Context: an optimization exercise on an open-source flow, tuned for a short achievable clock period and few clock cycles. The choices shown serve that exercise and are no tape-out recipe.
RTL that was checked went through simulation tests only; none was proved equivalent to the original.
Function not checked in runs 1 and 6: the RTL went through the layout flow alone.
No activity file was given, so power comes from the tool's default toggle rates.

===== flow/design.v =====
module icache_nway_lru #(
   parameter int ADDR_W = 32,
   parameter int WAYS   = 4,
   parameter int SETS   = 4,
   parameter int WPL    = 2,
   parameter int PAGE   = 12
) (
   input  logic                clk,
   input  logic                reset,
   input  logic                proc_req,
   input  logic [ADDR_W-1:0]   address_from_proc,
   input  logic                flush,
   output logic [31:0]         data_to_proc,
   output logic                proc_resp_valid,
   output logic                hit_miss,
   output logic                busy,
   output logic                ram_req,
   output logic [ADDR_W-1:0]   address_to_ram,
   input  logic [32*WPL-1:0]   data_from_ram,
   input  logic                ram_access_done
);
   localparam int WSEL_W = $clog2(WPL);
   localparam int OFF    = WSEL_W + 2;
   localparam int IDX_W  = $clog2(SETS);
   localparam int TAG_W  = ADDR_W - OFF - IDX_W;
   localparam int LO_W   = PAGE - OFF - IDX_W;    
   localparam int HI_W   = TAG_W - LO_W;          
   localparam int NPAIR  = WAYS * (WAYS - 1) / 2;
   localparam int HALF   = WAYS / 2;    
   logic [SETS-1:0][WAYS-1:0]                  valid_q;
   logic [SETS-1:0][WAYS-1:0]                  use_q;    
   logic [SETS-1:0][WAYS-1:0][TAG_W-1:0]       tag_q;
   logic [SETS-1:0][WAYS-1:0][WPL-1:0][31:0]   line_q;
   logic [SETS-1:0][NPAIR-1:0]                 ord_q;
   logic [SETS-1:0][WAYS-1:0]                  vic_q;
   logic [HI_W-1:0]                            page_q;   
   logic [ADDR_W-1:OFF]     addr_q;       
   logic [TAG_W-1:0]        req_tag_q;    
   logic [SETS-1:0]         req_set_q;    
   logic [WSEL_W-1:0]       req_word_q;
   logic [SETS-1:0][WAYS-1:0] hit_line_q;  
   logic                    again_q;      
   logic                    req_a_q;      
   logic                    req_b_q;      
   logic                    resp_a_n_q;   
   logic                    resp_b_n_q;   
   logic                    hit_miss_q;
   logic                    flush_pend_q;  
   logic [31:0]             word_a_n_q;   
   logic [31:0]             word_b_n_q;
   logic refill;    
   logic resp;      
   assign refill = req_a_q && req_b_q;
   assign resp   = !(resp_a_n_q && resp_b_n_q);
   logic [TAG_W-1:0]          in_tag;
   logic [HI_W-1:0]           in_page;
   logic [LO_W-1:0]           in_lo;
   logic [IDX_W-1:0]          in_idx;
   logic [WSEL_W-1:0]         in_word;
   logic [SETS-1:0]           in_set;
   logic                      first;      
   logic                      flush_now;  
   logic                      page_ok;    
   logic                      look;       
   logic [SETS-1:0][WAYS-1:0] line_hit;
   logic                      hit_a;      
   logic                      hit_b;
   logic [31:0]               word_a;
   logic [31:0]               word_b;
   assign in_tag    = address_from_proc[ADDR_W-1:OFF+IDX_W];
   assign in_page   = in_tag[TAG_W-1:LO_W];
   assign in_lo     = in_tag[LO_W-1:0];
   assign in_idx    = address_from_proc[OFF+IDX_W-1:OFF];
   assign in_word   = address_from_proc[OFF-1:2];
   assign first     = proc_req && !refill && !again_q;
   assign flush_now = (flush || flush_pend_q) && !refill && !again_q;
   assign page_ok   = (in_page == page_q);
   assign look      = (first && !flush_now && page_ok) || again_q;
   always_comb begin
      for (int s = 0; s < SETS; s++)
         in_set[s] = (in_idx == IDX_W'(s));
   end
   always_comb begin
      for (int s = 0; s < SETS; s++)
         for (int w = 0; w < WAYS; w++)
            line_hit[s][w] = in_set[s] && use_q[s][w] &&
                             (tag_q[s][w][LO_W-1:0] == in_lo);
   end
   always_comb begin
      hit_a  = 1'b0;
      hit_b  = 1'b0;
      word_a = '0;
      word_b = '0;
      for (int s = 0; s < SETS; s++)
         for (int w = 0; w < WAYS; w++)
            if (w < HALF) begin
               hit_a  = hit_a || line_hit[s][w];
               word_a = word_a | ({32{line_hit[s][w]}} & line_q[s][w][in_word]);
            end else begin
               hit_b  = hit_b || line_hit[s][w];
               word_b = word_b | ({32{line_hit[s][w]}} & line_q[s][w][in_word]);
            end
   end
   logic              done;
   logic              upd;        
   logic [WAYS-1:0]   hit_way;    
   logic [WAYS-1:0]   cur_valid;
   logic [NPAIR-1:0]  cur_ord;
   logic [WAYS-1:0]   cur_vic;
   logic [WAYS-1:0]   acc;        
   logic [WAYS-1:0]   nxt_valid;
   logic [NPAIR-1:0]  nxt_ord;
   logic [WAYS-1:0]   lru;
   logic [WAYS-1:0]   nxt_vic;
   assign done = refill && ram_access_done;
   assign upd  = done || (resp && !hit_miss_q);
   always_comb begin
      hit_way = '0;
      for (int s = 0; s < SETS; s++)
         hit_way = hit_way | hit_line_q[s];
   end
   always_comb begin
      cur_valid = '0;
      cur_ord   = '0;
      cur_vic   = '0;
      for (int s = 0; s < SETS; s++)
         if (req_set_q[s]) begin
            cur_valid = cur_valid | valid_q[s];
            cur_ord   = cur_ord   | ord_q[s];
            cur_vic   = cur_vic   | vic_q[s];
         end
   end
   assign acc       = refill ? cur_vic : hit_way;
   assign nxt_valid = cur_valid | acc;
   always_comb begin
      int p;
      nxt_ord = cur_ord;
      p = 0;
      for (int i = 0; i < WAYS; i++)
         for (int j = i + 1; j < WAYS; j++) begin
            if (acc[i])      nxt_ord[p] = 1'b0;
            else if (acc[j]) nxt_ord[p] = 1'b1;
            p++;
         end
   end
   always_comb begin
      int p;
      lru = '1;
      p = 0;
      for (int i = 0; i < WAYS; i++)
         for (int j = i + 1; j < WAYS; j++) begin
            if (nxt_ord[p]) lru[j] = 1'b0;
            else            lru[i] = 1'b0;
            p++;
         end
   end
   always_comb begin
      logic found;
      nxt_vic = '0;
      found   = 1'b0;
      for (int w = 0; w < WAYS; w++)
         if (!nxt_valid[w] && !found) begin
            nxt_vic[w] = 1'b1;
            found      = 1'b1;
         end
      if (!found) nxt_vic = lru;
   end
   logic new_page;    
   assign new_page = first && !page_ok;
   always_ff @(posedge clk) begin
      addr_q     <= address_from_proc[ADDR_W-1:OFF];
      hit_line_q <= line_hit;
      word_a_n_q <= refill ? ~data_from_ram[32*req_word_q +: 32] : ~word_a;
      word_b_n_q <= refill ? '1 : ~word_b;
      if (first) begin
         req_tag_q  <= in_tag;
         req_set_q  <= in_set;
         req_word_q <= in_word;
      end
   end
   always_ff @(posedge clk) begin
      if (!reset) begin
         req_a_q      <= 1'b0;
         req_b_q      <= 1'b0;
         resp_a_n_q   <= 1'b1;
         resp_b_n_q   <= 1'b1;
         again_q      <= 1'b0;
         hit_miss_q   <= 1'b1;
         flush_pend_q <= 1'b0;
         page_q       <= '0;
      end else begin
         resp_a_n_q <= !((look && hit_a) || done);
         resp_b_n_q <= !(look && hit_b);
         hit_miss_q <= refill;
         again_q    <= new_page && !flush_now;
         if (refill) begin
            req_a_q <= !ram_access_done;
            req_b_q <= !ram_access_done;
         end else begin
            req_a_q <= (first && flush_now) || (look && !hit_a);
            req_b_q <= (first && flush_now) || (look && !hit_b);
         end
         if (refill || again_q) flush_pend_q <= flush_pend_q || flush;
         else                   flush_pend_q <= 1'b0;
         if (new_page) page_q <= in_page;
      end
   end
   logic clear;
   assign clear = !reset || flush_now;
   always_ff @(posedge clk) begin
      for (int s = 0; s < SETS; s++) begin
         if (clear) begin
            valid_q[s] <= '0;
            use_q[s]   <= '0;
            ord_q[s]   <= '0;
            vic_q[s]   <= WAYS'(1);
         end else begin
            if (new_page) begin
               for (int w = 0; w < WAYS; w++)
                  use_q[s][w] <= valid_q[s][w] && (tag_q[s][w][TAG_W-1:LO_W] == in_page);
            end
            if (upd && req_set_q[s]) begin
               valid_q[s] <= nxt_valid;
               ord_q[s]   <= nxt_ord;
               vic_q[s]   <= nxt_vic;
               if (refill) use_q[s] <= use_q[s] | acc;
            end
         end
      end
   end
   always_ff @(posedge clk) begin
      for (int s = 0; s < SETS; s++)
         for (int w = 0; w < WAYS; w++)
            if (reset && done && req_set_q[s] && vic_q[s][w]) begin
               tag_q[s][w]  <= req_tag_q;
               line_q[s][w] <= data_from_ram;
            end
   end
   assign data_to_proc    = ~(word_a_n_q & word_b_n_q);
   assign proc_resp_valid = resp;
   assign hit_miss        = hit_miss_q;
   assign busy            = refill;
   assign ram_req         = refill;
   assign address_to_ram  = {addr_q, OFF'(0)};
endmodule

===== flow/flow/run.sh =====
#!/bin/bash
# Standard layout, with timing repair aiming further below the clock period.
set -euo pipefail
bash standard.sh SETUP_SLACK_MARGIN=6 finish > orfs_make.log 2>&1

===== flow/standard.sh =====
#!/bin/bash
# synth_recipe.tcl (not shown) runs the flow's synth.tcl, then flattens the netlist and writes it again
# the make line also repeats each setting of config.mk as NAME=value (left out here)
make -C /OpenROAD-flow-scripts/flow DESIGN_CONFIG=/design/flow/config.mk WORK_HOME=/design/flow/orfs CLKGATE_MAP_FILE= SYNTH_SCRIPT=/design/flow/synth_recipe.tcl "${@:-finish}"

===== flow/config.mk =====
export PLATFORM = sky130hd
export DESIGN_NAME = icache_nway_lru
export DESIGN_NICKNAME = icache_nway_lru
export VERILOG_FILES = /design/flow/design.v
export SDC_FILE = /design/flow/constraint.sdc
export NUM_CORES = 8
export LEC_CHECK = 0
export ABC_CLOCK_PERIOD_IN_PS = 2000
export CAP_MARGIN = 20
export CORE_MARGIN = 2
export CORE_UTILIZATION = 40
export SETUP_SLACK_MARGIN = 5
export SLEW_MARGIN = 20

===== flow/constraint.sdc =====
create_clock -name core_clock -period 8.5 [get_ports {clk}]
set_input_delay 1.7000 -clock core_clock [delete_from_list [all_inputs] [get_ports {clk}]]
set_output_delay 1.7000 -clock core_clock [all_outputs]
set_load 0.01 [all_outputs]

==> results of run 1 <==
timing repair:
| action | 4_1_cts | 5_1_grt |
|---|---|---|
| buffers inserted | 251 | 48 |
| pin swaps | 250 | 153 |
| endpoints found under the setup margin | 1699 | 867 |
| resized for setup | 1224 | 223 |
| gates cloned | 134 | 13 |
layout by cell type (no fill, tap or decap), types with 31 or more instances in the layout:
cell type,n
clkbuf_1,65
edfxtp_1,1488
a21oi_2,34
buf_4,178
a22oi_1,35
xor2_1,84
o22ai_1,49
nor2_1,66
and3_4,51
nand2_1,82
dfxtp_2,62
buf_12,119
mux2_2,128
xnor2_1,269
dfxtp_1,139
buf_6,107
a21oi_1,59
a22oi_2,41
clkinv_1,31
nand4_1,89
clkdlybuf4s50_1,65
buf_16,87
mux2i_1,372
nand3_1,41
clkbuf_16,185
xnor2_2,87
power groups by stage:
stage	logic (uW)	registers [uW]	clock network (uW)
2_1_floorplan	442	9320	0
3_3_place_gp	698	9380	0
3_5_place_dp	703	9380	0
4_1_cts	994	9200	7560
5_1_grt	1090	9210	7870
6_report	1060	9210	7500
final cells by class:
type | instances | area [um2]
clock inverters | 74 | 669.4
multi-input cells | 2023 | 19400
diodes | 5 | 12.51
clock buffers | 257 | 4891
well taps | 2175 | 2721
fillers | 12590 | 76710
repair buffers | 636 | 9323
flip-flops and latches | 1696 | 48950
inverters | 17 | 86.33
per-stage QoR:
step	instance area (um2)	setup slack, ns	std cells
2_1_floorplan	67290	5.086	3918
3_3_place_gp	70440	2.697	6101
3_5_place_dp	70440	2.666	6101
4_1_cts	84110	5.147	6817
5_1_grt	86050	5.136	6882
6_report	86060	5.197	6883
worst max-delay path: cells and delay by family, from the launching register on:
kind / cells / cell delay [ns]
DFF: 1 / 0.34
buffers and inverters: 3 / 0.33
and+or+nand+nor: 1 / 0.11
synth_stat cells, types with 79 or more instances:
master | count | area share
o22ai_1 | 83 | 0.0079
edfxtp_1 | 1488 | 0.68
mux2i_1 | 372 | 0.057
xnor2_1 | 361 | 0.048
dfxtp_1 | 208 | 0.064
clkbuf_1 | 86 | 0.0049
a21oi_1 | 98 | 0.0075
nand2_1 | 128 | 0.0073
xor2_1 | 91 | 0.012
buf_2 | 79 | 0.0060
nand4_1 | 89 | 0.0085
mux2_2 | 128 | 0.022
metal layers:
layer | vias up | global-route usage
met1 | 21090 | 0.3612
met4 | 14 | 0.1174
met3 | 538 | 0.05884
li1 | 16680 | -
met5 | - | 0
met2 | 2414 | 0.4189
worst min path at each step:
stage	startpoint	endpoint	slack (ns)	cells past startpoint
after global placement	ord_q[17]$_SDFFE_PP0P_	ord_q[17]$_SDFFE_PP0P_	0.44	2
after floorplan	ord_q[16]$_SDFFE_PP0P_	ord_q[16]$_SDFFE_PP0P_	0.44	2
after detailed placement	ord_q[17]$_SDFFE_PP0P_	ord_q[17]$_SDFFE_PP0P_	0.45	2
after global routing	ord_q[11]$_SDFFE_PP0P_	ord_q[11]$_SDFFE_PP0P_	0.48	2
after CTS	ord_q[17]$_SDFFE_PP0P_	ord_q[17]$_SDFFE_PP0P_	0.46	2
final	ord_q[17]$_SDFFE_PP0P_	ord_q[17]$_SDFFE_PP0P_	0.46	2
registers in the layout, indices dropped and copies added (netlist names), 20 cells and up:
signal      count
req_tag_q      27
line_q       1024
ord_q          24
addr_q         29
page_q         20
tag_q         432
word_b_n_q     32
word_a_n_q     32
kinds of logic (layout without fill, tap and decap cells):
family / Yosys count / in the layout / synth area share
AOI/OAI and AO/OA: 537 / 537 / 0.05752
muxes: 500 / 500 / 0.07886
xor gates and xnor gates: 452 / 452 / 0.06045
and+or+nand+nor: 483 / 531 / 0.03897
DFF: 1696 / 1696 / 0.7458
buffers and inverters: 247 / 984 / 0.01830
other: 1 / 8 / 0.00005726
==> summary.txt, run 1 <==
Power and ir drop
  – Combinational Power Share: 0.060
  – Switching part of the total power: 0.2238
  – P_int: ~14,000 uW
  – P_leak: 0.02941 uW
  – Clock power share: 0.422
  – Seq pwr share: 0.518
  – Pwr dens: 206.5 mW/mm2
  – VDD IR max: ~0.16 mV
  – NetSw: just under 4000 uW
  – Total power: 17,770 uW

Floorplan
  – Rows: 148
  – # IOs: 169
  – Core area: 0.1628 mm2
  – Die height: 408.6 um
  – Starting Density: 0.4024
  – Die area: 0.1670 mm2
  – Die span in x: 408.6 um

Detailed routing
  – Met3 wire length: 24,130 um
  – Drt pass-1 iters: 5
  – Highest Signal Layer: met5
  – Metal2 WL: between 100,000 and 150,000 um
  – Wl on met1: approximately 90,000 um
  – Routed Antenna Nets: 0
  – DR DRC count: 0
  – Via count: 40,740
  – Vias/cell: 5.919
  – WL final: around 230,000 um
  – Avg WL per Cell: 33.77 um
  – DR iter-0 viols: between 5,000 and 6,000

Layout
  – Layout cell share with drive strength beyond 1: 0.3296
  – Finished Core Util: 0.5287
  – Area growth, synth to finish: 31.40%
  – NumNets Final: 4,651

STA
  – Setup Viol. Count Final: 0
  – Final number of hold-violating endpoints: 0
  – Setup TNS: 0 ns
  – Fin crit period: 3.303 ns
  – Minimum hold slack: 0.4553 ns
  – Post-route clock skew: ~0.047 ns
  – Fmax: ~300 MHz
  – Unrepaired setup endpoints after global routing: yes
  – Crit share post-route: 0.3886
  – Slew of the pin with the lowest slew margin: 1.150 ns
  – Final Max Slew Viols: 0
  – Relative slew slack: 0.2332

Clocking
  – CTS Buffer Depth: 3
  – Num CTS Buffers: approximately 180
  – Clk pin slew, worst setup/hold paths: 0.06 ns
  – Root Buffer: clkbuf_16
  – CTS tree: built
  – Hold_buf cts: 0
  – Clock Sinks: about 1,700
  – Max H-tree Level: 4
  – Clk latency of the worst-skew pair: between 0.8 and 0.9 ns

Logic synthesis
  – Warnings from Yosys: 1
  – Top FF cell, synth: edfxtp_1
  – Synth unique cells: 57
  – Cell area after synthesis: 0.06549 mm2
  – Sequential fraction of the synthesis area: 0.7458
  – FFs w/ async S/R, synth: 0
  – EDFF count, synth: 1,488
  – #FFs+latches synth: around 1,700
  – Syn Area/Cell: roughly 17 um2
  – Post-synthesis cell count: 3,916

Worst setup path
  – Worst EP arrival: 1.60 ns
  – Worst-path fanout max: 5
  – FF-to-FF End: vic_q[5]$_SDFFE_PP0P_
  – Max stage delay on crit path: 0.34 ns
  – CP Cell Sequence: nand2_4, clkinv_8, buf_16, buf_6
  – R2R setup slack: 5.60 ns
  – Worst Setup Path Type: register to output port
  – Crit end category: output port
  – CP endpoint: busy
  – Critical path startpoint category: register
  – CP startpoint: req_b_q$_SDFF_PN0_
  – FF-to-FF path depth: 7
  – R2r startpoint: req_b_q$_SDFF_PN0_
  – Crit-path slowest cell: dfxtp_2
  – CP required: 6.80 ns

GRT
  – Initial antenna violation count: 13
  – Largest net degree at the start of global routing: 74
  – GRT overflow: 0
  – First-pass GRT wire length: 311,700 um
  – Vias in the first global route: between 30,000 and 40,000
  – Total global-route track usage: 0.2684

Hold path
  – HP Class: register to register

Run
  – Max-Cap Viols: 0

Run status
  – Status: timing/DRC/antenna clean

Placement
  – Final GP Congestion: 0.7821
  – Port-buffer cells: 163
  – DP HPWL: 87,910 um
==> run 2: changes to the inputs <==
--- a/flow/design.v
+++ b/flow/design.v
@@ -40,8 +40,7 @@
    logic [WSEL_W-1:0]       req_word_q;
    logic [SETS-1:0][WAYS-1:0] hit_line_q;  
    logic                    again_q;      
-   logic                    req_a_q;      
-   logic                    req_b_q;      
+   logic                    ram_req_q;    
    logic                    resp_a_n_q;   
    logic                    resp_b_n_q;   
    logic                    hit_miss_q;
@@ -50,7 +49,7 @@
    logic [31:0]             word_b_n_q;
    logic refill;    
    logic resp;      
-   assign refill = req_a_q && req_b_q;
+   assign refill = ram_req_q;
    assign resp   = !(resp_a_n_q && resp_b_n_q);
    logic [TAG_W-1:0]          in_tag;
    logic [HI_W-1:0]           in_page;
@@ -180,8 +179,7 @@
    end
    always_ff @(posedge clk) begin
       if (!reset) begin
-         req_a_q      <= 1'b0;
-         req_b_q      <= 1'b0;
+         ram_req_q    <= 1'b0;
          resp_a_n_q   <= 1'b1;
          resp_b_n_q   <= 1'b1;
          again_q      <= 1'b0;
@@ -193,13 +191,8 @@
          resp_b_n_q <= !(look && hit_b);
          hit_miss_q <= refill;
          again_q    <= new_page && !flush_now;
-         if (refill) begin
-            req_a_q <= !ram_access_done;
-            req_b_q <= !ram_access_done;
-         end else begin
-            req_a_q <= (first && flush_now) || (look && !hit_a);
-            req_b_q <= (first && flush_now) || (look && !hit_b);
-         end
+         if (refill) ram_req_q <= !ram_access_done;
+         else        ram_req_q <= (first && flush_now) || (look && !(hit_a || hit_b));
          if (refill || again_q) flush_pend_q <= flush_pend_q || flush;
          else                   flush_pend_q <= 1'b0;
          if (new_page) page_q <= in_page;
==> run 2 against run 1 <==
Compared with the run above:
- design area rose by 0.54%
- total power is 3.4% higher
- maximum frequency up 5.5%
- largest cell class unchanged
==> summary.txt, run 2 <==
Run status
  – Status: timing/DRC/antenna clean

Worst setup path
  – Worst Setup Path Type: register to output port
  – Crit end category: output port
  – Critical path startpoint category: register
  – Worst-path fanout max: 2 (-3)
  – Worst EP arrival: 1.43 ns (-0.17 ns)
  – CP required: 6.80 ns (about the same)

Logic synthesis
  – Syn Area/Cell: 16.72 um2 (about the same)
  – Warnings from Yosys: 1 (unchanged)
  – Post-synth top area share: 0.6784 (-0.003824)
  – Synth unique cells: 65 (+14%)
  – Sequential fraction of the synthesis area: 0.7414 (-0.004484)
  – #FFs+latches synth: 1,695 (-0.059%)
  – Post-synth top area cell: edfxtp_1
  – Top FF cell, synth: edfxtp_1
  – Post-synthesis cell count: 3,938 (+0.56%)
  – Dominant cells by area after synthesis: edfxtp_1, dfxtp_1, mux2i_1, xnor2_1, mux2_2
  – Top-count cell post-synth: edfxtp_1
  – FFs w/ async S/R, synth: 0 (unchanged)
  – Commonest cells in the synthesized netlist: edfxtp_1, mux2i_1, xnor2_1
  – EDFF count, synth: 1,488 (unchanged)
  – Cell area after synthesis: 0.06586 mm2 (+0.56%)

Layout
  – Commonest non-fill, non-tap cell in the layout: edfxtp_1
  – NumNets Final: 4,684 (+0.71%)
  – Top Registers: line_q x1024, tag_q x432
  – Area growth, synth to finish: 31.37% (about the same)
  – Layout cell share with drive strength beyond 1: 0.3454 (+0.01587)
  – Max reg flops: 1,024 (unchanged)
  – Finished Core Util: 0.5304 (+0.001668)
  – Most frequent cells in the layout: edfxtp_1, mux2i_1, xnor2_1
  – Biggest register: line_q

GRT
  – Initial antenna violation count: 17 (+4)
  – First-pass GRT wire length: 317,000 um (+1.7%)
  – Total global-route track usage: 0.2730 (+0.004586)
  – GRT overflow: 0 (unchanged)
  – Vias in the first global route: 38,990 (+0.79%)
  – Largest net degree at the start of global routing: 64 (-14%)

Detailed routing
  – Vias/cell: 6.001 (+1.4%)
  – WL final: 240,900 um (+3.6%)
  – Avg WL per Cell: 34.84 um (+3.2%)
  – Via count: 41,490 (+1.9%)
  – DR DRC count: 0 (unchanged)
  – Drt pass-1 iters: 8 (+3)
  – DR iter-0 viols: 5,859 (+1.9%)
  – Routed Antenna Nets: 0 (unchanged)

Floorplan
  – Starting Density: 0.4037 (+0.001349)
  – Die span in x: 409.8 um (+0.28%)
  – Core area: 0.1631 mm2 (+0.23%)
  – Die height: 409.8 um (+0.28%)
  – # IOs: 169 (unchanged)
  – Rows: 148 (unchanged)
  – Die area: 0.1679 mm2 (+0.56%)

Clocking
  – Clk pin slew, worst setup/hold paths: 0.07 ns (about the same)
  – CTS Buffer Depth: 3 (unchanged)
  – Max H-tree Level: 4 (unchanged)
  – Clock Sinks: 1,695 (-0.059%)
  – Root Buffer: clkbuf_16
  – Clk latency of the worst-skew pair: 0.84 ns (about the same)
  – CTS tree: built
  – Num CTS Buffers: 176 (unchanged)
  – Hold_buf cts: 0 (unchanged)

Run
  – Max-Cap Viols: 0 (unchanged)

Placement
  – Final GP Congestion: 0.7767 (-0.69%)
  – Port-buffer cells: 163 (unchanged)
  – DP HPWL: 85,950 um (-2.2%)

STA
  – Relative slew slack: 0.1935 (-0.03970)
  – Final Max Slew Viols: 0 (unchanged)
  – Slew of the pin with the lowest slew margin: 1.210 ns (+0.05954 ns)
  – Crit share post-route: 0.3682 (-0.02041)
  – Final number of hold-violating endpoints: 0 (unchanged)
  – Fin crit period: 3.129 ns (-0.1735 ns)
  – Setup TNS: 0 ns (unchanged)
  – Unrepaired setup endpoints after global routing: yes
  – Setup Viol. Count Final: 0 (unchanged)
  – Post-route clock skew: 0.05251 ns (+0.005548 ns)
  – Fmax: 319.6 MHz (+5.5%)

Hold path
  – HP Class: register to register

Power and ir drop
  – Pwr dens: 212.4 mW/mm2 (+2.9%)
  – VDD IR max: 0.2403 mV (+49%)
  – P_leak: 0.02947 uW (+0.21%)
## run 2: cell type report
cell class / count / area [um2]
Fill cell: 12590 / 76620
Antenna cell: 6 / 15.01
Clock buffer: 254 / 4974
Inverter: 9 / 41.29
Multi-Input combinational cell: 2054 / 19430
Sequential cell: 1695 / 48910
Clock inverter: 74 / 719.4
Tap cell: 2175 / 2721
Timing Repair Buffer: 647 / 9717
## run 2: per-stage QoR
step / instance area [um2] / power [uW] / cells / setup slack (ns) / hold WS (ns)
global route: 86510 / 18800 / 6910 / 5.351 / 0.4879
global placement: 70430 / 10420 / 6116 / 3.040 / 0.4426
detailed placement: 70430 / 10430 / 6116 / 2.990 / 0.4510
floorplan: 67380 / 9996 / 3940 / 4.997 / 0.4345
finish: 86520 / 18380 / 6914 / 5.371 / 0.4641
CTS: 84540 / 18330 / 6849 / 5.355 / 0.4586
## run 2: per-layer routing
metal	wire (um)	global-route usage
met1	92440	0.3749
met2	105400	0.4099
met3	29920	0.07096
met4	12930	0.1170
met5	138	0
## run 2: logic make-up after synthesis
| family | after synthesis | share of synthesized area |
|---|---|---|
| DFF | 1695 | 0.7414 |
| xor gates and xnor gates | 452 | 0.06034 |
| other | 1 | 0.00005694 |
| AOI/OAI and AO/OA | 537 | 0.05785 |
| buffers and inverters | 243 | 0.02076 |
| muxes | 500 | 0.07964 |
| and+or+nand+nor | 510 | 0.04001 |
## run 2: where the power goes
| part | switching (uW) | leakage, uW | internal [uW] | total, uW |
|---|---|---|---|---|
| Clock | 3280 | 0.00277 | 4380 | 7660 |
| Sequential | 159 | 0.0151 | 9190 | 9350 |
| Combinational | 784 | 0.0116 | 584 | 1370 |
| Total | 4230 | 0.0295 | 14200 | 18400 |
## run 2: worst max-delay path: stages, from the launching register on
cell     delay (ns)
dfxtp_2        0.36
nand2_4        0.09
buf_6          0.14
## run 2: worst paths after layout
path / slack (ns) / cells after the start / end / from
worst max-delay path: 5.37 / 2 / proc_resp_valid / resp_b_n_q$_SDFF_PN1_
worst min-delay path: 0.46 / 2 / ord_q[19]$_SDFFE_PP0P_ / ord_q[19]$_SDFFE_PP0P_
worst max register to register: 5.96 / 7 / line_q[139]$_DFFE_PP_ / ram_req_q$_SDFF_PN0_
worst min register to register: 0.46 / 2 / ord_q[19]$_SDFFE_PP0P_ / ord_q[19]$_SDFFE_PP0P_
## run 2: timing repair
item	CTS	global route
pin swaps	232	188
gates resized for setup	1141	215
setup buffers	274	36
gates cloned	131	23
endpoints found under the setup margin	1729	688
Testbench counts of run 2, summed over its fixed seeds: cycles 44,685.
==> run 3: changes to the inputs <==
==> flow/flow/run.sh (replaced) <==
#!/bin/bash
# Standard layout, with timing repair aiming further below the clock period and
# a few slow multi-input OR/NOR cells kept out of synthesis and repair.
set -euo pipefail
base=$(make -s -C "$FLOW_HOME" DESIGN_CONFIG="$PWD/config.mk" print-DONT_USE_CELLS | sed -n 's/^DONT_USE_CELLS: //p')
extra="sky130_fd_sc_hd__or3_1 sky130_fd_sc_hd__or3_2 sky130_fd_sc_hd__or3_4 sky130_fd_sc_hd__or3b_1 sky130_fd_sc_hd__or3b_2 sky130_fd_sc_hd__or3b_4 sky130_fd_sc_hd__or4_1 sky130_fd_sc_hd__or4_2 sky130_fd_sc_hd__or4_4 sky130_fd_sc_hd__or4b_1 sky130_fd_sc_hd__or4b_2 sky130_fd_sc_hd__or4b_4 sky130_fd_sc_hd__or4bb_1 sky130_fd_sc_hd__or4bb_2 sky130_fd_sc_hd__or4bb_4 sky130_fd_sc_hd__nor4_1 sky130_fd_sc_hd__nor4_2 sky130_fd_sc_hd__nor4_4 sky130_fd_sc_hd__nor4b_1 sky130_fd_sc_hd__nor4b_2 sky130_fd_sc_hd__nor4b_4 sky130_fd_sc_hd__nor4bb_1 sky130_fd_sc_hd__nor4bb_2 sky130_fd_sc_hd__nor4bb_4"
bash standard.sh SETUP_SLACK_MARGIN=6 "DONT_USE_CELLS=$base $extra"  finish > orfs_make.log 2>&1
==> run 3 against run 2 <==
Compared with the run above:
- total power down 0.73%
- critical path type unchanged
- core utilization fell by 0.73 points
- largest power group unchanged
- design area fell by 1.6%
- count of clock-buffer cells in the layout is 6 lower
- critical endpoint is now data_to_proc[1]
- still clean
==> summary.txt, run 3 <==
Layout
  – Area growth, synth to finish: 29.80%
  – Top Registers: line_q x1024, tag_q x432
  – Finished Core Util: 0.5230 (-0.007333)
  – Layout cell share with drive strength beyond 1: 0.3214 (-0.02404)
  – Most frequent cells in the layout: edfxtp_1, xnor2_1, mux2i_1
  – Commonest non-fill, non-tap cell in the layout: edfxtp_1
  – Max reg flops: 1,024 (unchanged)
  – Biggest register: line_q
  – NumNets Final: 4,589 (-2.0%)
  – FILL cells: 12,690 (+0.78%)

Power and ir drop
  – VDD IR max: 0.2195 mV (-8.6%)
  – Pwr dens: 214.3 mW/mm2 (+0.89%)
  – P_leak: 0.02869 uW (-2.6%)

Logic synthesis
  – FFs w/ async S/R, synth: 0 (unchanged)
  – Commonest cells in the synthesized netlist: edfxtp_1, xnor2_1, mux2i_1
  – Adder-cell share of the synthesized area: 0 (unchanged)
  – Dominant cells by area after synthesis: edfxtp_1, dfxtp_1, xnor2_1, mux2i_1, mux2_2
  – EDFF count, synth: 1,488 (unchanged)
  – Warnings from Yosys: 1 (unchanged)
  – Post-synth top area share: 0.6813 (+0.002821)
  – Post-synthesis cell count: 3,863 (-1.9%)
  – Largest family of logic cells by synthesized area: multiplexers
  – Top-count cell post-synth: edfxtp_1
  – Compound-Gate Fraction of Synth Area: 0.06146 (+0.003617)
  – Synth Area in Simple Gates: 0.03493 (-0.005080)
  – Syn Area/Cell: 16.98 um2 (+1.5%)
  – Top FF cell, synth: edfxtp_1
  – Sequential fraction of the synthesis area: 0.7444 (+0.003083)
  – Synth unique cells: 62 (-4.6%)
  – Cell area after synthesis: 0.06559 mm2 (-0.41%)
  – #FFs+latches synth: 1,695 (unchanged)
  – Post-synthesis xor/xnor area fraction: 0.06036 (about the same)
  – Post-synth top area cell: edfxtp_1
  – Mux contribution to synthesized area: 0.08020 (+0.0005601)

Placement
  – DP Worst Slack: 3.045 ns (+0.05502 ns)
  – Final GP Congestion: 0.7868 (+1.3%)
  – DP HPWL: 86,100 um (+0.18%)
  – Port-buffer cells: 163 (unchanged)

Detailed routing
  – WL final: 234,800 um (-2.5%)
  – DR DRC count: 0 (unchanged)
  – Via count: 40,890 (-1.5%)
  – Routed Antenna Nets: 0 (unchanged)
  – Drt pass-1 iters: 6 (-2)
  – Avg WL per Cell: 34.43 um (-1.2%)
  – Vias/cell: 5.995 (about the same)
  – DR iter-0 viols: 6,143 (+4.8%)

Run status
  – Status: timing/DRC/antenna clean

STA
  – Slew of the pin with the lowest slew margin: 1.196 ns (-0.01386 ns)
  – Final Max Slew Viols: 0 (unchanged)
  – Final number of hold-violating endpoints: 0 (unchanged)
  – Post-route clock skew: 0.06295 ns (+0.01043 ns)
  – Setup TNS: 0 ns (unchanged)
  – Fin crit period: 3.133 ns (+0.003320 ns)
  – Fmax: 319.2 MHz (-0.11%)
  – Fin worst setup slack: 5.367 ns (-0.003320 ns)
  – Crit share post-route: 0.3685 (+0.0003906)
  – Unrepaired setup endpoints after global routing: yes
  – Relative slew slack: 0.2027 (+0.009242)
  – Setup Viol. Count Final: 0 (unchanged)

Hold path
  – Hold Path End: ord_q[7]$_SDFFE_PP0P_
  – HP Class: register to register
  – Hold Crit Depth: 2 (unchanged)
  – Hold path startpoint: ord_q[7]$_SDFFE_PP0P_

Floorplan
  – Rows: 148 (unchanged)
  – Die height: 408.9 um (-0.20%)
  – Die area: 0.1672 mm2 (-0.41%)
  – Starting Density: 0.4030 (-0.0007572)
  – Die span in x: 408.9 um (-0.20%)
  – Core area: 0.1628 mm2 (-0.23%)
  – # IOs: 169 (unchanged)

Worst setup path
  – CP required: 6.80 ns (about the same)
  – Crit end category: output port
  – R2r startpoint: ram_req_q$_SDFF_PN0_
  – Worst Setup Path Type: register to output port
  – Worst-path fanout max: 1 (-1)
  – FF-to-FF End: vic_q[11]$_SDFFE_PP0P_
  – Critical path startpoint category: register
  – FF-to-FF path depth: 8 (+1)
  – R2R setup slack: 6.05 ns (+0.09 ns)
  – Worst EP arrival: 1.43 ns (about the same)

Clocking
  – CTS tree: built
  – Max H-tree Level: 4 (unchanged)
  – Num CTS Buffers: 177 (+0.57%)
  – Clk latency of the worst-skew pair: 0.85 ns (about the same)
  – Clock Sinks: 1,695 (unchanged)
  – Clk pin slew, worst setup/hold paths: 0.06 ns (about the same)
  – CTS Buffer Depth: 3 (unchanged)
  – Root Buffer: clkbuf_16

GRT
  – Largest net degree at the start of global routing: 65 (+1.6%)
  – Vias in the first global route: 38,280 (-1.8%)
  – First-pass GRT wire length: 315,800 um (-0.38%)
  – Total global-route track usage: 0.2725 (-0.0005062)
  – GRT overflow: 0 (unchanged)
  – Initial antenna violation count: 19 (+2)

Run
  – Max-Cap Viols: 0 (unchanged)
-- run 3: changes by cell type after synthesis, sizes merged, moves of 30 or more --
| cell | delta |
|---|---|
| o22a | +31 |
| o21ai | -30 |
| o22ai | -32 |
| xnor2 | +164 |
| xor2 | -164 |
| o221ai | +32 |
| nor4 | -63 |
| a21o | -31 |
| o31ai | +32 |
-- run 3: cell families after synthesis --
logic type | count (synthesis)
simple gates | 436
mux | 500
flops | 1695
xor+xnor | 452
compound gates | 541
buf+inv | 238
other cells | 1
-- run 3: cell type report --
class                      count  area (um2)  share of cell area
sequential                  1695       48910              0.5745
multi-input combinational   1982       18290              0.2148
timing repair buffer         620        9418              0.1106
clock buffer                 248        4940             0.05802
tap                         2175        2721             0.03197
clock inverter                82       733.2            0.008612
inverter                      11       100.1            0.001176
antenna                        6       15.01           0.0001764
timing repair inverter         1       11.26           0.0001323
-- run 3: power breakdown --
part	internal (uW)	total (uW)	switching, uW
clock network	4210	7570	3360
logic	573	1330	755
registers	9190	9340	157
total	14000	18200	4270
-- run 3: worst max path at each step --
stage                              startpoint  cells past startpoint                 endpoint
finish                  word_a_n_q[1]$_DFF_P_                      2          data_to_proc[1]
global route        word_b_n_q[31]$_SDFF_PP1_                      2         data_to_proc[31]
CTS                     word_a_n_q[1]$_DFF_P_                      2          data_to_proc[1]
detailed placement                      reset                      5     tag_q[200]$_DFFE_PP_
global placement                        reset                      5     tag_q[200]$_DFFE_PP_
floorplan                            proc_req                      6  page_q[10]$_SDFFE_PN0P_
-- run 3: per-stage QoR --
stage                     total power [uW]  area [um2]  hold WS, ns  cells
after floorplan                      10000       67270       0.4360   3865
after global placement               10430       70380       0.4409   6054
after detailed placement             10440       70380       0.4467   6054
after CTS                            18210       83970       0.4580   6774
after global routing                 18680       85120       0.4721   6815
final                                18240       85130       0.4579   6820
-- run 3: worst max-delay path, cell delays in order, from the launching register on --
cell	delay, ns
dfxtp_2	0.37
nand2_2	0.08
buf_6	0.13
-- run 3: metal layers --
| layer | track usage | vias to the layer above | wire, um |
|---|---|---|---|
| met5 | 0 | - | 49 |
| met3 | 0.06720 | 564 | 28340 |
| li1 | - | 16540 | - |
| met1 | 0.3835 | 21040 | 92080 |
| met4 | 0.1176 | 8 | 11860 |
| met2 | 0.4009 | 2737 | 102500 |
-- run 3: what timing repair did --
item	4_1_cts	5_1_grt
pin swaps	208	65
hold buffers	0	0
setup buffers	250	31
setup endpoints to repair	1724	396
gates cloned	140	9
resized for setup	1093	126
==> run 4: changes to the inputs <==
==> flow/flow/run.sh (replaced) <==
#!/bin/bash
# Standard layout, with timing repair aiming further below the clock period and
# a few slow multi-input OR/NOR cells kept out of synthesis and repair.
set -euo pipefail
base=$(make -s -C "$FLOW_HOME" DESIGN_CONFIG="$PWD/config.mk" print-DONT_USE_CELLS | sed -n 's/^DONT_USE_CELLS: //p')
extra="sky130_fd_sc_hd__or3_1 sky130_fd_sc_hd__or3_2 sky130_fd_sc_hd__or3_4 sky130_fd_sc_hd__or3b_1 sky130_fd_sc_hd__or3b_2 sky130_fd_sc_hd__or3b_4 sky130_fd_sc_hd__or4_1 sky130_fd_sc_hd__or4_2 sky130_fd_sc_hd__or4_4 sky130_fd_sc_hd__or4b_1 sky130_fd_sc_hd__or4b_2 sky130_fd_sc_hd__or4b_4 sky130_fd_sc_hd__or4bb_1 sky130_fd_sc_hd__or4bb_2 sky130_fd_sc_hd__or4bb_4"
bash standard.sh SETUP_SLACK_MARGIN=6 "DONT_USE_CELLS=$base $extra"  finish > orfs_make.log 2>&1
--- a/flow/config.mk
+++ b/flow/config.mk
@@ -8,6 +8,7 @@
 export ABC_CLOCK_PERIOD_IN_PS = 2000
 export CAP_MARGIN = 20
 export CORE_MARGIN = 2
-export CORE_UTILIZATION = 40
+export CORE_UTILIZATION = 55
+export PLACE_DENSITY = 0.68
 export SETUP_SLACK_MARGIN = 5
 export SLEW_MARGIN = 20
==> run 4 against run 3 <==
Compared with the run above:
- register-to-register slack got worse by 0.32 ns
- maximum frequency decreased by 2.0%
- synthesized cell count increased by 1.7%
- critical path type is now input port to register
- largest cell class unchanged
- highest routed layer unchanged
==> summary.txt, run 4 <==
STA
  – Slew of the pin with the lowest slew margin: 1.162 ns (-0.03346 ns)
  – Fin crit period: 3.197 ns (+0.06479 ns)
  – Setup TNS: 0 ns (unchanged)
  – Setup Viol. Count Final: 0 (unchanged)
  – Crit share post-route: 0.3762 (+0.007622)
  – Fmax: 312.8 MHz (-2.0%)
  – Final number of hold-violating endpoints: 0 (unchanged)
  – Relative slew slack: 0.2250 (+0.02230)
  – Post-route clock skew: 0.03247 ns (-0.03048 ns)
  – Final Max Slew Viols: 0 (unchanged)
  – Unrepaired setup endpoints after global routing: yes

Worst setup path
  – Max stage delay on crit path: 0.24 ns (-0.13 ns)
  – Top delay family on crit path: buffers and inverters
  – Worst-path fanout max: 8 (+7)
  – CP required: 9.17 ns (+2.37 ns)
  – Worst EP arrival: 3.87 ns (+2.44 ns)
  – Critical path startpoint category: input port
  – Worst Setup Path Type: input port to register
  – Crit end category: register
  – Worst path bufs/invs: 8 (+7)
  – Crit-path slowest cell: nor4_4
  – CP Cell Sequence: buf_8, buf_12, buf_6, buf_12, buf_12, xor2_2, nor4_4, nand4_4, buf_12, buf_8, buf_16, o22ai_1, nor2_1, a21o_1
  – Crit path top cell by count: buf_12

Logic synthesis
  – Cell area after synthesis: 0.06573 mm2 (+0.22%)
  – Dominant cells by area after synthesis: edfxtp_1, dfxtp_1, mux2i_1, xnor2_1, mux2_2
  – Warnings from Yosys: 1 (unchanged)
  – Largest family of logic cells by synthesized area: multiplexers
  – Post-synth top area cell: edfxtp_1
  – Top FF cell, synth: edfxtp_1
  – Adder-cell share of the synthesized area: 0 (unchanged)
  – Commonest cells in the synthesized netlist: edfxtp_1, mux2i_1, xnor2_1
  – Synth unique cells: 63 (+1.6%)
  – Synth Area in Simple Gates: 0.04133 (+0.006397)
  – Post-synthesis cell count: 3,927 (+1.7%)
  – Compound-Gate Fraction of Synth Area: 0.05604 (-0.005424)
  – FFs w/ async S/R, synth: 0 (unchanged)
  – Sequential fraction of the synthesis area: 0.7428 (-0.001601)
  – Post-synthesis xor/xnor area fraction: 0.06023 (-0.0001298)
  – Top-count cell post-synth: edfxtp_1
  – EDFF count, synth: 1,488 (unchanged)
  – Post-synth top area share: 0.6798 (-0.001465)
  – #FFs+latches synth: 1,695 (unchanged)
  – Syn Area/Cell: 16.74 um2 (-1.4%)
  – Mux contribution to synthesized area: 0.07980 (-0.0004009)

Detailed routing
  – DR DRC count: 0 (unchanged)
  – Vias/cell: 6.836 (+14%)
  – Via count: 43,110 (+5.4%)
  – Routed Antenna Nets: 0 (unchanged)
  – DR iter-0 viols: 8,128 (+32%)
  – Drt pass-1 iters: 9 (+3)
  – WL final: 240,900 um (+2.6%)
  – Avg WL per Cell: 38.20 um (+11%)

Floorplan
  – Core area: 0.1182 mm2 (-27%)
  – Starting Density: 0.5559 (+0.1530)
  – Die span in x: 349.7 um (-14%)
  – Die height: 349.7 um (-14%)
  – Rows: 126 (-15%)
  – # IOs: 169 (unchanged)
  – Die area: 0.1223 mm2 (-27%)

Clocking
  – Clock Sinks: 1,695 (unchanged)
  – Clk latency of the worst-skew pair: 0.79 ns (-0.06 ns)
  – Hold_buf cts: 0 (unchanged)
  – Num CTS Buffers: 168 (-5.1%)
  – Max H-tree Level: 4 (unchanged)
  – CTS Buffer Depth: 3 (unchanged)
  – CTS tree: built
  – Root Buffer: clkbuf_16
  – Clk pin slew, worst setup/hold paths: 0.06 ns (about the same)

Power and ir drop
  – VDD IR max: 0.1962 mV (-11%)
  – Total power: 18,240 uW (about the same)
  – Pwr dens: 211.5 mW/mm2 (-1.3%)
  – P_leak: 0.02973 uW (+3.6%)

Placement
  – Dpl cells: 5,472 (-9.6%)
  – Cell Area, Placed: 0.06952 mm2 (-1.2%)
  – Final GP Congestion: 0.7976 (+1.4%)
  – Port-buffer cells: 163 (unchanged)
  – DP HPWL: 81,650 um (-5.2%)

GRT
  – First-pass GRT wire length: 311,200 um (-1.5%)
  – GRT overflow: 0 (unchanged)
  – Initial antenna violation count: 32 (+13)
  – Vias in the first global route: 40,060 (+4.7%)
  – Total global-route track usage: 0.3715 (+0.09897)
  – Largest net degree at the start of global routing: 81 (+25%)

Layout
  – Commonest non-fill, non-tap cell in the layout: edfxtp_1
  – Biggest register: line_q
  – Area growth, synth to finish: 31.15%
  – Final Cell Area: 0.08621 mm2 (+1.3%)
  – Layout cell share with drive strength beyond 1: 0.3425 (+0.02112)
  – Footprint of the multi-input gates: 0.01929 mm2 (+5.5%)
  – NumNets Final: 4,713 (+2.7%)
  – Reg area: 0.04891 mm2 (unchanged)
  – Finished Core Util: 0.7291 (+0.2061)
  – Top Registers: line_q x1024, tag_q x432
  – Most frequent cells in the layout: edfxtp_1, mux2i_1, xnor2_1
  – FILL cells: 6,801 (-46%)
  – Max reg flops: 1,024 (unchanged)
  – Post-Layout Cell Count: 6,306 (-7.5%)

Run status
  – Status: timing/DRC/antenna clean

Run
  – Max-Cap Viols: 0 (unchanged)

Hold path
  – HP Class: register to register
-- run 4: final timing paths --
path,start,endpoint,cells after the start,slack (ns)
worst max-delay path,address_from_proc[8],word_b_n_q[5]$_SDFF_PP1_,14,5.30
worst max register to register,ram_req_q$_SDFF_PN0_,word_a_n_q[11]$_DFF_P_,6,5.73
worst min-delay path,ord_q[11]$_SDFFE_PP0P_,ord_q[11]$_SDFFE_PP0P_,2,0.47
worst min register to register,ord_q[11]$_SDFFE_PP0P_,ord_q[11]$_SDFFE_PP0P_,2,0.47
-- run 4: power by group --
part	leakage, uW	switching (uW)	total, uW	internal [uW]
sequential	0.0151	161	9340	9180
clock	0.00268	3240	7490	4250
combinational	0.0120	793	1400	604
total	0.0297	4200	18200	14000
-- run 4: what timing repair did --
item,in CTS,in global routing
buffers inserted,267,77
pin swaps,255,185
gates cloned,140,22
setup endpoints to repair,1719,659
gates resized for setup,1102,259
-- run 4: cells by family (layout without fill, tap and decap cells) --
kind of cell | Yosys count | count (layout)
flip-flops | 1695 | 1695
other | 1 | 20
AO/OA/AOI/OAI | 537 | 537
XOR/XNOR | 452 | 452
buffers and inverters | 236 | 1009
AND/OR/NAND/NOR | 506 | 557
multiplexers | 500 | 500
-- run 4: metrics by stage --
stage | setup slack [ns] | hold slack [ns]
global placement | 3.115 | 0.4543
floorplan | 4.997 | 0.4481
detailed placement | 3.055 | 0.4565
global route | 5.330 | 0.4855
finish | 5.303 | 0.4700
CTS | 5.434 | 0.4667
-- run 4: per-layer routing --
| metal | track usage | part of all wire |
|---|---|---|
| met4 | 0.1953 | 0.068 |
| met1 | 0.4975 | 0.34 |
| met3 | 0.1252 | 0.16 |
| met5 | 0 | 0.00082 |
| met2 | 0.5408 | 0.43 |
-- run 4: tightest hold or removal path: stages, from the launching register on --
cell	delay, ns
dfxtp_1	0.31
nand2_1	0.07
a21oi_2	0.05
-- run 4: layout make-up --
cell class | instances | share of cell area
inverters | 9 | 0.0003919
repair buffers | 689 | 0.1225
flip-flops and latches | 1695 | 0.5673
clock inverters | 69 | 0.007881
diodes | 17 | 0.0004935
clock buffers | 242 | 0.05537
well taps | 1536 | 0.02229
multi-input cells | 2049 | 0.2238
==> run 5: changes to the inputs <==
--- a/flow/config.mk
+++ b/flow/config.mk
@@ -8,7 +8,6 @@
 export ABC_CLOCK_PERIOD_IN_PS = 2000
 export CAP_MARGIN = 20
 export CORE_MARGIN = 2
-export CORE_UTILIZATION = 55
-export PLACE_DENSITY = 0.68
+export CORE_UTILIZATION = 30
 export SETUP_SLACK_MARGIN = 5
 export SLEW_MARGIN = 20
==> run 5 against run 4 <==
Compared with the run above:
- register-to-register slack improved by 0.21 ns
- core utilization decreased by 33 points
- critical path depth decreased by 12
- cell count increased by 20%
- synthesized cell count unchanged
- clock power increased by 2%
- critical endpoint is now data_to_proc[30]
- largest power group unchanged
- highest routed layer unchanged
==> summary.txt, run 5 <==
Run status
  – Status: timing/DRC/antenna clean

Layout
  – Max reg flops: 1,024 (unchanged)
  – Most frequent cells in the layout: edfxtp_1, mux2i_1, xnor2_1
  – Top Registers: line_q x1024, tag_q x432
  – Biggest register: line_q
  – FILL cells: 19,180 (+180%)
  – Layout cell share with drive strength beyond 1: 0.3415 (-0.0009951)
  – NumNets Final: 4,673 (-0.85%)
  – Area growth, synth to finish: 33.22%
  – Commonest non-fill, non-tap cell in the layout: edfxtp_1
  – Finished Core Util: 0.4028 (-0.3263)

Run
  – Max-Cap Viols: 0 (unchanged)

STA
  – Fin crit period: 3.132 ns (-0.06548 ns)
  – Setup Viol. Count Final: 0 (unchanged)
  – Slew of the pin with the lowest slew margin: 1.213 ns (+0.05068 ns)
  – Fmax: 319.3 MHz (+2.1%)
  – Crit share post-route: 0.3685 (-0.007704)
  – Final number of hold-violating endpoints: 0 (unchanged)
  – Unrepaired setup endpoints after global routing: yes
  – Setup TNS: 0 ns (unchanged)
  – Final Max Slew Viols: 0 (unchanged)
  – Relative slew slack: 0.1912 (-0.03379)
  – Post-route clock skew: 0.08472 ns (+0.05225 ns)
  – Minimum hold slack: 0.4687 ns (-0.001313 ns)

Worst setup path
  – Max stage delay on crit path: 0.34 ns (+0.10 ns)
  – CP required: 6.80 ns (-2.37 ns)
  – Worst Setup Path Type: register to output port
  – CP Cell Sequence: nand2_4, buf_6
  – Worst-path fanout max: 1 (-7)
  – Critical path startpoint category: register
  – Worst path bufs/invs: 1 (-7)
  – Worst EP arrival: 1.43 ns (-2.44 ns)
  – Crit end category: output port
  – Top delay family on crit path: flip-flops
  – Crit-path slowest cell: dfxtp_2

Placement
  – Port-buffer cells: 163 (unchanged)
  – DP HPWL: 88,540 um (+8.4%)
  – Final GP Congestion: 0.7553 (-5.3%)

Floorplan
  – Rows: 171 (+36%)
  – Core area: 0.2174 mm2 (+84%)
  – Die area: 0.2229 mm2 (+82%)
  – Die span in x: 472.1 um (+35%)
  – # IOs: 169 (unchanged)
  – Starting Density: 0.3024 (-0.2535)
  – Die height: 472.1 um (+35%)

GRT
  – First-pass GRT wire length: 323,500 um (+3.9%)
  – GRT overflow: 0 (unchanged)
  – Vias in the first global route: 39,160 (-2.3%)
  – Largest net degree at the start of global routing: 72 (-11%)
  – Initial antenna violation count: 26 (-19%)
  – Total global-route track usage: 0.2081 (-0.1634)

Logic synthesis
  – FFs w/ async S/R, synth: 0 (unchanged)
  – Post-synth top area cell: edfxtp_1
  – Sequential fraction of the synthesis area: 0.7428 (unchanged)
  – Syn Area/Cell: 16.74 um2 (unchanged)
  – Commonest cells in the synthesized netlist: edfxtp_1, mux2i_1, xnor2_1
  – Warnings from Yosys: 1 (unchanged)
  – Post-synth top area share: 0.6798 (unchanged)
  – Synth unique cells: 63 (unchanged)
  – Dominant cells by area after synthesis: edfxtp_1, dfxtp_1, mux2i_1, xnor2_1, mux2_2
  – Top FF cell, synth: edfxtp_1
  – Post-synthesis cell count: 3,927 (unchanged)
  – EDFF count, synth: 1,488 (unchanged)
  – Top-count cell post-synth: edfxtp_1
  – #FFs+latches synth: 1,695 (unchanged)
  – Cell area after synthesis: 0.06573 mm2 (unchanged)

Power and ir drop
  – NetSw: 4349 uW (+3.6%)
  – Switching part of the total power: 0.2359 (+0.005649)
  – Seq pwr share: 0.507 (-0.005)
  – P_leak: 0.02946 uW (-0.92%)
  – VDD IR max: 0.2512 mV (+28%)
  – Total power: 18,440 uW (+1.1%)
  – Clock power share: 0.415 (+0.004)
  – Pwr dens: 210.5 mW/mm2 (-0.47%)
  – Combinational Power Share: 0.078 (about the same)
  – P_int: 14,090 uW (+0.36%)

Clocking
  – Hold_buf cts: 0 (unchanged)
  – Num CTS Buffers: 176 (+4.8%)
  – Clock Sinks: 1,695 (unchanged)
  – Clk latency of the worst-skew pair: 0.85 ns (+0.06 ns)
  – Root Buffer: clkbuf_16
  – CTS tree: built
  – CTS Buffer Depth: 3 (unchanged)
  – Max H-tree Level: 4 (unchanged)
  – Clk pin slew, worst setup/hold paths: 0.06 ns (about the same)

Detailed routing
  – WL final: 241,100 um (about the same)
  – DR DRC count: 0 (unchanged)
  – Avg WL per Cell: 31.77 um (-17%)
  – DR iter-0 viols: 5,622 (-31%)
  – Drt pass-1 iters: 9 (unchanged)
  – Routed Antenna Nets: 0 (unchanged)
  – Vias/cell: 5.435 (-20%)
  – Via count: 41,250 (-4.3%)

Hold path
  – HP Class: register to register
==> run 5: cell count changes in the layout (fill, tap and decap cells not counted), sizes merged <==
cell	delta
clkinv	+11
bufinv	-4
and3	-4
diode	-2
clkinvlp	+1
clkbuf	-3
o21a	+2
buf	-50
bufbuf	+14
==> run 5: path summary, 6_finish.rpt <==
kind,cells past startpoint,from,to,slack [ns]
max,2,word_a_n_q[30]$_DFF_P_,data_to_proc[30],5.37
min,2,ord_q[2]$_SDFFE_PP0P_,ord_q[2]$_SDFFE_PP0P_,0.47
max reg2reg,10,ram_req_q$_SDFF_PN0_,use_q[12]$_SDFF_PP0_,5.94
min reg2reg,2,ord_q[2]$_SDFFE_PP0P_,ord_q[2]$_SDFFE_PP0P_,0.47
==> run 5: tightest hold or removal path: stages (launching register included) <==
cell and delay [ns]:
dfxtp_1 0.31, nand2_1 0.07, a21oi_2 0.05
==> run 5: metrics by stage <==
step	instance area (um2)	setup slack, ns	std cells
2_1_floorplan	67130	4.997	3929
3_3_place_gp	71180	3.291	6791
3_5_place_dp	71180	3.280	6791
4_1_cts	85680	5.308	7512
5_1_grt	87550	5.338	7582
6_report	87570	5.368	7589
==> run 5: final cells by class <==
| class | instances | area, um2 | area share |
|---|---|---|---|
| well taps | 2854 | 3571 | 0.04078 |
| multi-input cells | 2047 | 19240 | 0.2197 |
| repair buffers | 643 | 10030 | 0.1145 |
| inverters | 9 | 36.28 | 0.0004144 |
| diodes | 15 | 37.54 | 0.0004287 |
| flip-flops and latches | 1695 | 48930 | 0.5588 |
| clock buffers | 249 | 4891 | 0.05585 |
| clock inverters | 77 | 834.6 | 0.009530 |
==> run 5: cells by family (layout without fill, tap and decap cells) <==
group           Yosys count  in the layout  synth area share
flops                  1695           1695            0.7428
compound gates          537            539           0.05604
simple gates            506            553           0.04133
mux                     500            500           0.07980
xor+xnor                452            452           0.06023
buf+inv                 236            978           0.01972
other cells               1             18        0.00005705
==> run 5: power groups by stage <==
stage	sequential, uW	clock (uW)	combinational (uW)
detailed placement	9500	0	925
CTS	9330	7690	1350
global route	9340	8020	1490
finish	9350	7650	1440
floorplan	9410	0	581
global placement	9500	0	915
==> run 5: layer usage <==
layer	vias up	routed length [um]	track usage
met1	21410	91770	0.2707
li1	16700	-	-
met4	16	14230	0.1051
met2	2524	110400	0.3263
met5	-	115	0
met3	597	24600	0.04661
==> run 5: timing repair <==
item | in CTS | in global routing
buffers inserted | 245 | 55
gates cloned | 150 | 7
resized for setup | 1127 | 240
setup endpoints to repair | 1722 | 312
pin swaps | 234 | 136
==> run 6: changes to the inputs <==
--- a/flow/design.v
+++ b/flow/design.v
@@ -3,7 +3,7 @@
    parameter int WAYS   = 4,
    parameter int SETS   = 4,
    parameter int WPL    = 2,
-   parameter int PAGE   = 12
+   parameter int PAGE   = 9
 ) (
    input  logic                clk,
    input  logic                reset,
--- a/flow/config.mk
+++ b/flow/config.mk
@@ -8,6 +8,6 @@
 export ABC_CLOCK_PERIOD_IN_PS = 2000
 export CAP_MARGIN = 20
 export CORE_MARGIN = 2
-export CORE_UTILIZATION = 30
+export CORE_UTILIZATION = 40
 export SETUP_SLACK_MARGIN = 5
 export SLEW_MARGIN = 20
==> run 6 against run 5 <==
Compared with the run above:
- still clean on timing, DRC and antenna
- core utilization grew 13 points
- register-to-register slack is essentially flat
- flip-flop and latch count grew 3
- maximum frequency grew 1.1%
- die area shrank 25%
- design area shrank 0.86%
- clock power grew 0.8%
- count of clock-buffer cells in the layout grew 8
- clock skew shrank 0.032 ns
- synthesized area shrank 0.46%
- cell count shrank 9.4%
==> summary.txt, run 6 <==
Layout
  – NumNets Final: 4,640 (-0.71%)
  – Biggest register: line_q
  – Most frequent cells in the layout: edfxtp_1, mux2i_1, xor2_1
  – Layout cell share with drive strength beyond 1: 0.3473 (+0.005726)
  – Commonest non-fill, non-tap cell in the layout: edfxtp_1
  – Top Registers: line_q x1024, tag_q x432
  – Area growth, synth to finish: 32.69%
  – FILL cells: 12,720 (-34%)
  – Reg area: 0.04898 mm2 (about the same)
  – Footprint of the multi-input gates: 0.01946 mm2 (+1.2%)
  – Max reg flops: 1,024 (unchanged)

GRT
  – First-pass GRT wire length: 310,400 um (-4.1%)
  – GRT overflow: 0 (unchanged)
  – Vias in the first global route: 38,620 (-1.4%)
  – Largest net degree at the start of global routing: 55 (-24%)
  – Initial antenna violation count: 16 (-38%)
  – Total global-route track usage: 0.2667 (+0.05859)

Logic synthesis
  – Post-synth top area share: 0.6829 (+0.003159)
  – EDFF count, synth: 1,488 (unchanged)
  – Post-synth top area cell: edfxtp_1
  – Syn Area/Cell: 16.97 um2 (+1.4%)
  – Dominant cells by area after synthesis: edfxtp_1, dfxtp_1, mux2i_1, xor2_1, mux2_2
  – Synth unique cells: 64 (+1.6%)
  – Commonest cells in the synthesized netlist: edfxtp_1, mux2i_1, xor2_1
  – Cell area after synthesis: 0.06543 mm2 (-0.46%)
  – #FFs+latches synth: 1,698 (+0.18%)
  – Warnings from Yosys: 1 (unchanged)
  – Top-count cell post-synth: edfxtp_1
  – Sequential fraction of the synthesis area: 0.7472 (+0.004370)
  – FFs w/ async S/R, synth: 0 (unchanged)
  – Post-synthesis cell count: 3,856 (-1.8%)
  – Top FF cell, synth: edfxtp_1

Floorplan
  – Die height: 408.4 um (-13%)
  – Rows: 148 (-13%)
  – # IOs: 169 (unchanged)
  – Die span in x: 408.4 um (-13%)
  – Die area: 0.1668 mm2 (-25%)
  – Starting Density: 0.4024 (+0.1000)
  – Core area: 0.1626 mm2 (-25%)

Worst setup path
  – CP required: 6.80 ns (about the same)
  – Top delay family on crit path: flip-flops
  – Critical path startpoint category: register
  – Worst Setup Path Type: register to output port
  – Worst path bufs/invs: 1 (unchanged)
  – Worst EP arrival: 1.40 ns (-0.03 ns)
  – Max stage delay on crit path: 0.35 ns (about the same)
  – Worst-path fanout max: 1 (unchanged)
  – Crit end category: output port
  – CP Cell Sequence: nand2_4, buf_6
  – Crit-path slowest cell: dfxtp_2

STA
  – Fin crit period: 3.099 ns (-0.03331 ns)
  – Relative slew slack: 0.1495 (-0.04176)
  – Final Max Slew Viols: 0 (unchanged)
  – Final number of hold-violating endpoints: 0 (unchanged)
  – Fmax: 322.7 MHz (+1.1%)
  – Setup TNS: 0 ns (unchanged)
  – Crit share post-route: 0.3645 (-0.003919)
  – Setup Viol. Count Final: 0 (unchanged)
  – Post-route clock skew: 0.05296 ns (-0.03177 ns)
  – Unrepaired setup endpoints after global routing: yes
  – Slew of the pin with the lowest slew margin: 1.276 ns (+0.06264 ns)

Detailed routing
  – WL final: 230,200 um (-4.5%)
  – DR DRC count: 0 (unchanged)
  – Vias/cell: 5.943 (+9.4%)
  – Drt pass-1 iters: 6 (-3)
  – Via count: 40,870 (-0.91%)
  – Avg WL per Cell: 33.48 um (+5.4%)
  – DR iter-0 viols: 5,400 (-3.9%)
  – Routed Antenna Nets: 0 (unchanged)

Clocking
  – CTS Buffer Depth: 3 (unchanged)
  – Root Buffer: clkbuf_16
  – CTS tree: built
  – Clock Sinks: 1,698 (+0.18%)
  – Max H-tree Level: 4 (unchanged)
  – Clk pin slew, worst setup/hold paths: 0.07 ns (about the same)
  – Clk latency of the worst-skew pair: 0.82 ns (-0.03 ns)
  – Num CTS Buffers: 175 (-0.57%)

Placement
  – Final GP Congestion: 0.7799 (+3.3%)
  – DP HPWL: 90,020 um (+1.7%)
  – Port-buffer cells: 163 (unchanged)

Run
  – Max-Cap Viols: 0 (unchanged)

Run status
  – Status: timing/DRC/antenna clean

Power and ir drop
  – Total power: 18,450 uW (about the same)
  – VDD IR max: 0.2325 mV (-7.5%)
  – Pwr dens: 212.6 mW/mm2 (+0.96%)
  – P_leak: 0.02969 uW (+0.79%)

Hold path
  – HP Class: register to register
-- run 6: report_power, final --
part	switching [uW]	internal (uW)
registers	161	9200
logic	780	599
clock network	3340	4380
total	4280	14200
-- run 6: logic make-up (layout without fill, tap and decap cells) --
family | Yosys count | after routing | share of synthesized area
simple gates | 433 | 481 | 0.03557
compound gates | 523 | 523 | 0.05806
xor+xnor | 455 | 455 | 0.06091
flops | 1698 | 1698 | 0.7472
other cells | 1 | 11 | 0.00005732
buf+inv | 237 | 1025 | 0.01756
mux | 509 | 509 | 0.08064
-- run 6: tightest hold or removal path: cells and delay by family (launching register included) --
kind	cells	cell delay [ns]
compound gates	1	0.05
simple gates	1	0.07
flops	1	0.31
-- run 6: per-stage QoR --
step                      instance area [um2]  utilization  hold slack (ns)  cells  setup slack [ns]
after CTS                               84420       0.5192           0.4654   6778             5.361
after global routing                    86800       0.5339           0.4805   6872             5.374
after global placement                  70320       0.4325           0.4545   6063             2.816
after detailed placement                70340       0.4327           0.4568   6064             2.783
final                                   86820       0.5340           0.4690   6877             5.401
after floorplan                         67100            -           0.4481   3858             5.202
-- run 6: worst paths after layout --
kind / endpoint / slack (ns) / cells after the start / startpoint
setup / recovery: data_to_proc[15] / 5.40 / 2 / word_a_n_q[15]$_DFF_P_
hold / removal: ord_q[21]$_SDFFE_PP0P_ / 0.47 / 2 / ord_q[21]$_SDFFE_PP0P_
setup reg to reg: word_a_n_q[2]$_DFF_P_ / 5.93 / 6 / ram_req_q$_SDFF_PN0_
hold reg to reg: ord_q[21]$_SDFFE_PP0P_ / 0.47 / 2 / ord_q[21]$_SDFFE_PP0P_
-- run 6: routing by layer --
layer,up-vias,part of all wire,global-route usage
li1,16610,-,-
met5,-,0.00017,0
met3,563,0.11,0.06758
met4,6,0.051,0.1215
met2,2557,0.45,0.4036
met1,21140,0.39,0.3620
-- run 6: final cells by class --
class	instances	area share
clock inverter	75	0.009080
timing repair inverter	2	0.0002882
multi-input combinational	1971	0.2241
timing repair buffer	679	0.1128
clock buffer	257	0.05701
inverter	12	0.0009368
sequential	1698	0.5641
antenna	8	0.0002306
tap	2175	0.03135
-- run 6: repair_timing --
action / 4_1_cts / 5_1_grt
pin swaps: 265 / 130
setup endpoints to repair: 1700 / 469
hold buffers: 0 / 0
gates cloned: 128 / 6
gates resized for setup: 1229 / 244
setup buffers: 254 / 85
==> run 7: changes to the inputs <==
--- a/flow/design.v
+++ b/flow/design.v
@@ -3,7 +3,7 @@
    parameter int WAYS   = 4,
    parameter int SETS   = 4,
    parameter int WPL    = 2,
-   parameter int PAGE   = 9
+   parameter int PAGE   = 12
 ) (
    input  logic                clk,
    input  logic                reset,
==> run 7 against run 6 <==
Compared with the run above:
- synthesized area is 0.46% higher
- highest routed layer unchanged
- total power is 1.2% lower
- setup slack worse by 0.031 ns
- count of clock-buffer cells in the layout is 9 higher
- global-route usage is 0.30 points higher
- combinational power hardly changed
- critical path type unchanged
- sequential power hardly changed
- register-to-register slack better by 0.03 ns
- sequential share of layout area is 0.22 points lower
- clock power is 3% lower
- wire length is 3.2% higher
- non-clock buffer count is 6 lower
==> summary.txt, run 7 <==
STA
  – Setup TNS: 0 ns (unchanged)
  – Final Max Slew Viols: 0 (unchanged)
  – Post-route clock skew: 0.05299 ns (+0.00003460 ns)
  – Fmax: 319.5 MHz (-0.99%)
  – Crit share post-route: 0.3682 (+0.003656)

Logic synthesis
  – Post-synth top area share: 0.6798 (-0.003159)
  – Syn Area/Cell: 16.74 um2 (-1.4%)
  – Dominant cells by area after synthesis: edfxtp_1, dfxtp_1, mux2i_1, xnor2_1, mux2_2
  – Top-count cell post-synth: edfxtp_1
  – Synth unique cells: 63 (-1.6%)
  – Post-synth top area cell: edfxtp_1
  – EDFF count, synth: 1,488 (unchanged)

Hold path
  – HP Class: register to register
  – Hold path startpoint: ord_q[12]$_SDFFE_PP0P_

Clocking
  – Max H-tree Level: 4 (unchanged)
  – Num CTS Buffers: 174 (-0.57%)
  – Clk latency of the worst-skew pair: 0.85 ns (+0.03 ns)

Layout
  – NumNets Final: 4,699 (+1.3%)
  – Post-Layout Cell Count: 6,932 (+0.80%)
  – Max reg flops: 1,024 (unchanged)

Floorplan
  – Die span in x: 409.4 um (+0.23%)
  – Rows: 148 (unchanged)
  – # IOs: 169 (unchanged)

GRT
  – Total global-route track usage: 0.2697 (+0.002979)
  – GRT overflow: 0 (unchanged)

Detailed routing
  – Metal2 WL: 106,200 um (+3.0%)
  – WL final: 237,500 um (+3.2%)

Worst setup path
  – R2r startpoint: ram_req_q$_SDFF_PN0_
  – Critical path startpoint category: register
  – CP required: 6.80 ns (about the same)

Placement
  – Dpl cells: 6,116 (+0.86%)
  – Final GP Congestion: 0.7771 (-0.36%)

Run status
  – Status: timing/DRC/antenna clean

Power and ir drop
  – Pwr dens: 209.5 mW/mm2 (-1.5%)
run 7: cell count changes in the layout (fill, tap and decap cells not counted), sizes merged, moves of 30 or more:
cell	before	now
xor2	274	171
xnor2	181	281
mux2i	364	308
mux2	145	192
nand3	26	73
a21oi	64	100
nor2	59	90
nor3	35	4
buf	587	557
run 7: timing repair:
item | 4_1_cts | 5_1_grt
pin swaps | 228 | 180
setup buffers | 228 | 84
setup endpoints to repair | 1729 | 399
gates resized for setup | 1158 | 247
hold buffers | 0 | 0
gates cloned | 156 | 13
run 7: per-stage QoR:
step | setup WS (ns) | utilization | instance area, um2 | hold WS (ns) | total power, uW
after floorplan | 4.997 | - | 67130 | 0.4481 | 9990
after global placement | 3.103 | 0.4316 | 70340 | 0.4557 | 10410
after detailed placement | 3.127 | 0.4318 | 70360 | 0.4584 | 10420
after CTS | 5.353 | 0.5195 | 84660 | 0.4687 | 18160
after global routing | 5.354 | 0.5342 | 87050 | 0.4813 | 18670
final | 5.370 | 0.5343 | 87070 | 0.4738 | 18240
run 7: final cells by class:
class / instances / area (um2)
timing repair buffer: 673 / 10470
multi-input combinational: 2045 / 19270
clock buffer: 266 / 5056
clock inverter: 58 / 565.5
tap: 2175 / 2721
fill: 12570 / 75880
inverter: 9 / 33.78
antenna: 11 / 27.53
sequential: 1695 / 48930
run 7: layer usage:
layer  vias to the layer above  GRT usage
li1                      16720          -
met1                     21330     0.3725
met2                      2722     0.4114
met3                       549    0.06720
met4                        16     0.1010
met5                         -          0
run 7: worst max path at each step:
| stage | from | cells past startpoint | slack [ns] | endpoint |
|---|---|---|---|---|
| after floorplan | proc_req | 6 | 5.00 | page_q[15]$_SDFFE_PN0P_ |
| after CTS | word_a_n_q[0]$_DFF_P_ | 2 | 5.35 | data_to_proc[0] |
| after global routing | resp_b_n_q$_SDFF_PN1_ | 2 | 5.35 | proc_resp_valid |
| after global placement | address_from_proc[6] | 8 | 3.10 | ram_req_q$_SDFF_PN0_ |
| after detailed placement | address_from_proc[6] | 8 | 3.13 | ram_req_q$_SDFF_PN0_ |
| final | word_b_n_q[11]$_SDFF_PP1_ | 2 | 5.37 | data_to_proc[11] |
run 7: cell families (layout without fill, tap and decap cells):
logic type,after synthesis,count (layout),synth area share
xor+xnor,452,452,0.06023
buf+inv,236,1006,0.01972
simple gates,506,548,0.04133
compound gates,537,542,0.05604
flops,1695,1695,0.7428
mux,500,500,0.07980
other cells,1,14,0.00005705
run 7: worst reg2reg max path, cell delays in order, from the launching register on:
cell	delay, ns
dfxtp_4	0.42
buf_4	0.30
buf_16	0.29
nor2_1	0.22
or2_2	0.36
a31oi_2	0.31
nand3_1	0.29
a31oi_1	0.24
run 7: report_power, final:
group | switching (uW) | leakage, uW | internal (uW)
Combinational | 778 | 0.0120 | 607
Clock | 3290 | 0.00274 | 4220
Sequential | 155 | 0.0151 | 9190
Total | 4220 | 0.0298 | 14000
Testbench counts of run 7, summed over its fixed seeds: cycles 44,685.

Re-timed with assumed drivers on the ports (clkbuf_16 on the clock, buf_2 on other inputs), run 7 has 5.290 ns of setup slack against 5.370 ns with ideal ports, and 4.564 ns once port delays also move by the mid clock arrival of 0.904 ns.
